Background: an optimization exercise with open tools, aiming at small area, a short achievable clock period and few clock cycles per item. Do not read the settings as production practice. RTL that was checked went through simulation tests only; none was proved equivalent to the original. Power figures rest on the tool's default switching activity, not on a simulated workload.

// mru_page_tag_cache
module mru_page_tag_cache #(
   parameter int SLOTS = mpc_pkg::DEF_SLOTS
) (
   input  logic                              clock,
   input  logic                              reset,
   input  logic                              req_valid,
   output logic                              req_stall,
   input  logic [1:0]                        req_kind,
   input  logic [mpc_pkg::TAG_W-1:0]         req_page_offset,
   output logic                              rsp_valid,
   input  logic                              rsp_stall,
   output logic                              rsp_hit,
   output logic                              rsp_writeback_valid,
   output logic [mpc_pkg::TAG_W-1:0]         rsp_writeback_offset,
   output logic [mpc_pkg::CNT_W-1:0]         rsp_hit_count,
   output logic [mpc_pkg::CNT_W-1:0]         rsp_attempt_count,
   output logic [mpc_pkg::OCC_OUT_W-1:0]     rsp_occupancy,
   input  logic                              psel,
   input  logic                              penable,
   input  logic                              pwrite,
   input  logic [mpc_pkg::ADDR_W-1:0]        paddr,
   input  logic [mpc_pkg::DATA_W-1:0]        pwdata,
   output logic [mpc_pkg::DATA_W-1:0]        prdata,
   output logic                              pready
);
Size in the first run: roughly 4300 cells after synthesis, roughly 210 I/O pins, ~38000 sq um of cells after synthesis.
Settings: LEC_CHECK=0, CAP_MARGIN=20, CORE_MARGIN=2, CORE_UTILIZATION=60, SETUP_SLACK_MARGIN=2.8, SLEW_MARGIN=20, TNS_END_PERCENT=5; clock period 5.5 ns.
run.sh (not shown) runs the stock make flow with config.mk's settings and CLKGATE_MAP_FILE= SYNTH_SCRIPT=/design/flow/synth_recipe.tcl, a recipe that flattens the netlist after the stock synthesis.
Change:
--- a/flow/design.v
+++ b/flow/design.v
@@ -122,22 +122,23 @@
    input  logic                              psel,
    input  logic                              penable,
    input  logic                              pwrite,
    input  logic [mpc_pkg::ADDR_W-1:0]        paddr,
    input  logic [mpc_pkg::DATA_W-1:0]        pwdata,
    output logic [mpc_pkg::DATA_W-1:0]        prdata,
    output logic                              pready
 );
    localparam int SIZE_W = $clog2(SLOTS + 1);
    localparam int IDX_W  = $clog2(SLOTS);
    localparam int TAG_W  = mpc_pkg::TAG_W;
+   localparam int RSP_W  = 3 + mpc_pkg::TAG_W + mpc_pkg::OCC_OUT_W;
    logic [mpc_pkg::SIZE_CFG_W-1:0] active_size_ff;
    logic                           trim_pend_ff;
    logic [SIZE_W-1:0]              eff_size;
    logic [SLOTS-1:0]               in_size, last_oh;
    logic [SLOTS-1:1]               in_size_ff;
    logic                           full;
    logic [TAG_W-1:0]               last_tag;
    logic                           csr_write;
    logic                           x_valid_ff;
    mpc_pkg::kind_type              x_kind_ff;
    logic [TAG_W-1:0]               x_tag_ff;
@@ -367,25 +368,25 @@
             if (q0_in.lookup) begin
                attempt_total_ff <= attempt_inc;
             end
          end
       end
    end
    logic q0_from_q1, q0_from_x, q0_keep;
    assign q0_from_q1 = q0_load && q1_valid_ff;
    assign q0_from_x  = q0_load && !q1_valid_ff;
    assign q0_keep    = !q0_load;
    always_ff @(posedge clock) begin
-      q0_ff <= ({$bits(q0_ff){q0_from_q1}} & q1_ff)
-             | ({$bits(q0_ff){q0_from_x}} & x_rsp)
-             | ({$bits(q0_ff){q0_keep}} & q0_ff);
+      q0_ff <= ({RSP_W{q0_from_q1}} & q1_ff)
+             | ({RSP_W{q0_from_x}} & x_rsp)
+             | ({RSP_W{q0_keep}} & q0_ff);
       if (x_go && q0_valid_ff && !take && !q1_valid_ff) begin
          q1_ff <= x_rsp;
       end
    end
    logic [mpc_pkg::CNT_W-1:0] hit_inc, attempt_inc;
    for (genvar i = 0; i < mpc_pkg::CNT_W; i++) begin : g_inc
       if (i == 0) begin : g_lsb
          assign hit_inc[i]     = hit_total_ff[i] ^ ~&hit_total_ff;
          assign attempt_inc[i] = attempt_total_ff[i] ^ ~&attempt_total_ff;
       end else begin : g_bit
          assign hit_inc[i]     = hit_total_ff[i] ^ (&hit_total_ff[i-1:0] & ~&hit_total_ff);
Result:
- total power does not change
- wire length does not change
- count of clock-buffer cells in the layout is unchanged
- via count does not change
- cell area is unchanged
- first-iteration DRC count is unchanged
- flip-flop and latch count stays the same
- setup slack stays the same
- area after synthesis does not change
- sequential share of layout area stays the same
- hold slack is unchanged
- utilization stays the same
- sequential power is about the same
- clock power is about the same
Testbench counts after the change, summed over its fixed seeds: cycles 4,848, items 4,800.
No functional check of the RTL was part of the first run of this note.

-- port drivers added, routing unchanged --
The flow's constraints put no driver on any port. The routed layouts listed below were extracted and timed again, unchanged, in two steps.
Step 1, drivers: a clkbuf_16 drives clock and a buf_2 each remaining input, both assumed.
Step 2 times the ports against the registers' clock, not the clock port: input delays grow and output delays shrink by t, the midpoint of the rising clock arrivals with the driver on.
Three values: ideal, step 1, step 2; two values: the first two.
| run | t (ns) | setup slack, ns | worst setup path at the end | latest minus earliest clock arrival (ns) |
|---|---|---|---|---|
| the first run | 0.708 | 2.676 / 2.655 / 2.010 | input to register | 0.037 / 0.037 |
| the second run | 0.708 | 2.676 / 2.655 / 2.010 | input to register | 0.037 / 0.037 |
After both steps setup and hold are still met in every run listed.
